From an optimization exercise on the open Yosys and OpenROAD flow, aimed at small area, a short achievable clock period and few clock cycles per item; shortcuts taken in it are not production practice.
RTL that was checked went through simulation tests only; none was proved equivalent to the original.
Power figures rest on the tool's default switching activity, not on a simulated workload.

run A:
==> flow/design.v (excerpt) <==
module chip8_instruction_execute_top #(
    parameter int unsigned STACK_DEPTH = 16
) (
    input  wire logic        aclk,
    input  wire logic        aresetn,
    input  wire logic        cfg_valid,
    output logic             cfg_ready,
    input  wire logic [11:0] cfg_start_address,
    input  wire logic        s_valid,
    output logic             s_ready,
    input  wire logic [15:0] s_instruction,
    output logic             m_valid,
    input  wire logic        m_ready,
    output logic [11:0]      m_pc_value,
    output logic [11:0]      m_index_value,
    output logic             m_reg_written,
    output logic [3:0]       m_reg_number,
    output logic [7:0]       m_vreg_data,
    output logic             m_flag_written,
    output logic             m_flag_value,
    output logic [1:0]       m_status
);
Size: about 1500 cells after synthesis, about 450 flip-flops, about 0.021 sq mm of cells after synthesis.
Settings: LEC_CHECK=0, CAP_MARGIN=20, CORE_MARGIN=2, CORE_UTILIZATION=40, SLEW_MARGIN=20; clock period 7.0 ns.
run.sh (not shown) runs the stock make flow with config.mk's settings and CLKGATE_MAP_FILE= SYNTH_SCRIPT=/design/flow/synth_recipe.tcl, a recipe that flattens the netlist after the stock synthesis.
The flow did not stop early for run A: all stages ran, and the layout cleared the timing, design-rule and antenna checks.
### run A -> run B
Settings: an added ABC_CLOCK_PERIOD_IN_PS of 2500; an added SETUP_SLACK_MARGIN of 4.5; an added TNS_END_PERCENT of 5.
==> flow/flow/run.sh (new file) <==
#!/bin/bash
# The standard layout, with plain buffers (instead of the delay cells the
# resizer picks by default) on the input and output ports.
set -euo pipefail
bash standard.sh BUFFER_PORTS_ARGS="-buffer_cell sky130_fd_sc_hd__buf_2" finish > standard_flow.log 2>&1
==> flow/standard.sh (new file) <==
#!/bin/bash
# synth_recipe.tcl (not shown) runs the flow's synth.tcl, then flattens the netlist and writes it again
# the make line also repeats each setting of config.mk as NAME=value (left out here)
make -C /OpenROAD-flow-scripts/flow DESIGN_CONFIG=/design/flow/config.mk WORK_HOME=/design/flow/orfs CLKGATE_MAP_FILE= SYNTH_SCRIPT=/design/flow/synth_recipe.tcl "${@:-finish}"
removed: flow/run.sh
Notes after the runs:
- For run B, the highest routed metal layer was met4, unlike run A, where it was met5.
- For run B, the cell with the largest stage delay on the worst path was sky130_fd_sc_hd__nor4_1, unlike run A, where it was sky130_fd_sc_hd__nor2_1.
- First-pass GRT wire length on run B is up relative to run A.
- Compared to run A, the routing of run B uses more wire.
- Cell area: run A and run B compared, higher one is run B
- Run B: met1 track demand over resource 0.21 points above run A
- Total via count after detailed routing: run B higher than run A
Function was not checked in any run of this note: the RTL went through the layout flow alone.

========
Another version of the RTL of chip8_instruction_execute_top (not shown whole).
Size in the first run: about 1300 cells after synthesis, roughly 77 I/O pins, roughly 19000 um^2 of cells after synthesis.
export LEC_CHECK = 0
export ABC_AREA = 1
export ABC_CLOCK_PERIOD_IN_PS = 2500
export CAP_MARGIN = 20
export CORE_MARGIN = 2
export CORE_UTILIZATION = 62
export CTS_CLUSTER_DIAMETER = 100
export CTS_CLUSTER_SIZE = 25
export SETUP_SLACK_MARGIN = 4.8
export SLEW_MARGIN = 20
export TNS_END_PERCENT = 40
create_clock -name core_clock -period 7.0 [get_ports {aclk}]
standard.sh (not shown) runs the stock make flow with config.mk's settings and CLKGATE_MAP_FILE= SYNTH_SCRIPT=/design/flow/synth_recipe.tcl, a recipe that flattens the netlist after the stock synthesis.
==> flow/flow/run.sh <==
#!/bin/bash
# The standard synthesis; then only its combinational logic is mapped
# again, with ABC's default script (flip-flops keep their cells and names);
# then the standard layout from that netlist, with plain buffers
# (buf_2) on the input and output ports.
set -euo pipefail
R="$PWD/orfs/results/$FLOW_PLATFORM/chip8_instruction_execute_top/base"
LIB="$FLOW_HOME/platforms/$FLOW_PLATFORM/lib/sky130_fd_sc_hd__tt_025C_1v80.lib"
YOSYS="${YOSYS_EXE:-$(command -v yosys)}"

bash standard.sh synth > standard_synth.log 2>&1

# the platform's combinational cells as Verilog, from their liberty functions
python3 flow/genmodels.py "$LIB" > cell_models.v 2> genmodels.log
cp "$R/1_2_yosys.v" synth_standard.v
REMAP_LIB="$LIB" REMAP_IN=synth_standard.v REMAP_OUT="$R/1_2_yosys.v" \
REMAP_TOP="$FLOW_TOP" REMAP_MODELS=cell_models.v \
REMAP_DONT_USE="sky130_fd_sc_hd__probe_p_8 sky130_fd_sc_hd__probec_p_8 sky130_fd_sc_hd__lpflow_*" \
  "$YOSYS" -c flow/remap.tcl > remap.log 2>&1

bash standard.sh BUFFER_PORTS_ARGS="-buffer_cell sky130_fd_sc_hd__buf_2" finish > standard_flow.log 2>&1
Other scripts of this flow, unchanged in this note and not shown: flow/flow/genmodels.py, flow/flow/remap.tcl
Testbench counts at the start, summed over its fixed seeds: cycles 12,024, items 12,000.
==> next run, changes <==
CORE_UTILIZATION = 55   (was 62)
SETUP_SLACK_MARGIN = 4.5   (was 4.8)
TNS_END_PERCENT = 20   (was 40)
The changed run produced a clean layout.
Hold slack loses 0.0052 ns.
Design area is lower by 2.4%.
Maximum frequency is higher by 1.7%.
Synthesized cell count does not change.
Power is lower by 1.7%.
Global-route usage is lower by 4.4 points.
Critical path depth is lower by 10.
Routed wire length is lower by 1.0%.
Via count is lower by 1.9%.
Worst setup slack gains 0.045 ns.
Utilization is lower by 10 points.

==> port drivers added, routing unchanged <==
Ports are ideal in the flow. The routed layouts listed here were re-timed in OpenROAD.
Step 1: set_driving_cell puts a clkbuf_16 on aclk and a buf_2 on each other input, an assumption about the parent block.
Step 2 moves the port delays by t, midway between the first and last clock arrival at a register: inputs arrive t later, outputs are due t later. That takes back most of the time a late clock gives input paths.
a / b / c = no drivers / after step 1 / after step 2; a / b = the first two.
| run | t (ns) | setup slack, ns | worst slew at a driven data input, ns | pins driven straight from the clock port |
|---|---|---|---|---|
| run A | 0.649 | 3.049 / 3.086 / 2.437 | 0.08 | 1 |
| run B | 0.647 | 4.208 / 4.210 / 3.600 | 0.06 | 1 |
| the first run of note 2 | 0.607 | 4.211 / 4.211 / 3.909 | 0.03 | 1 |
| the second run of note 2 | 0.611 | 4.256 / 4.199 / 3.820 | 0.04 | 1 |
After both steps every run listed still meets setup and hold. For run A, which loses most, drivers alone change the setup slack by +0.037 ns; drivers and shift together by -0.612 ns.
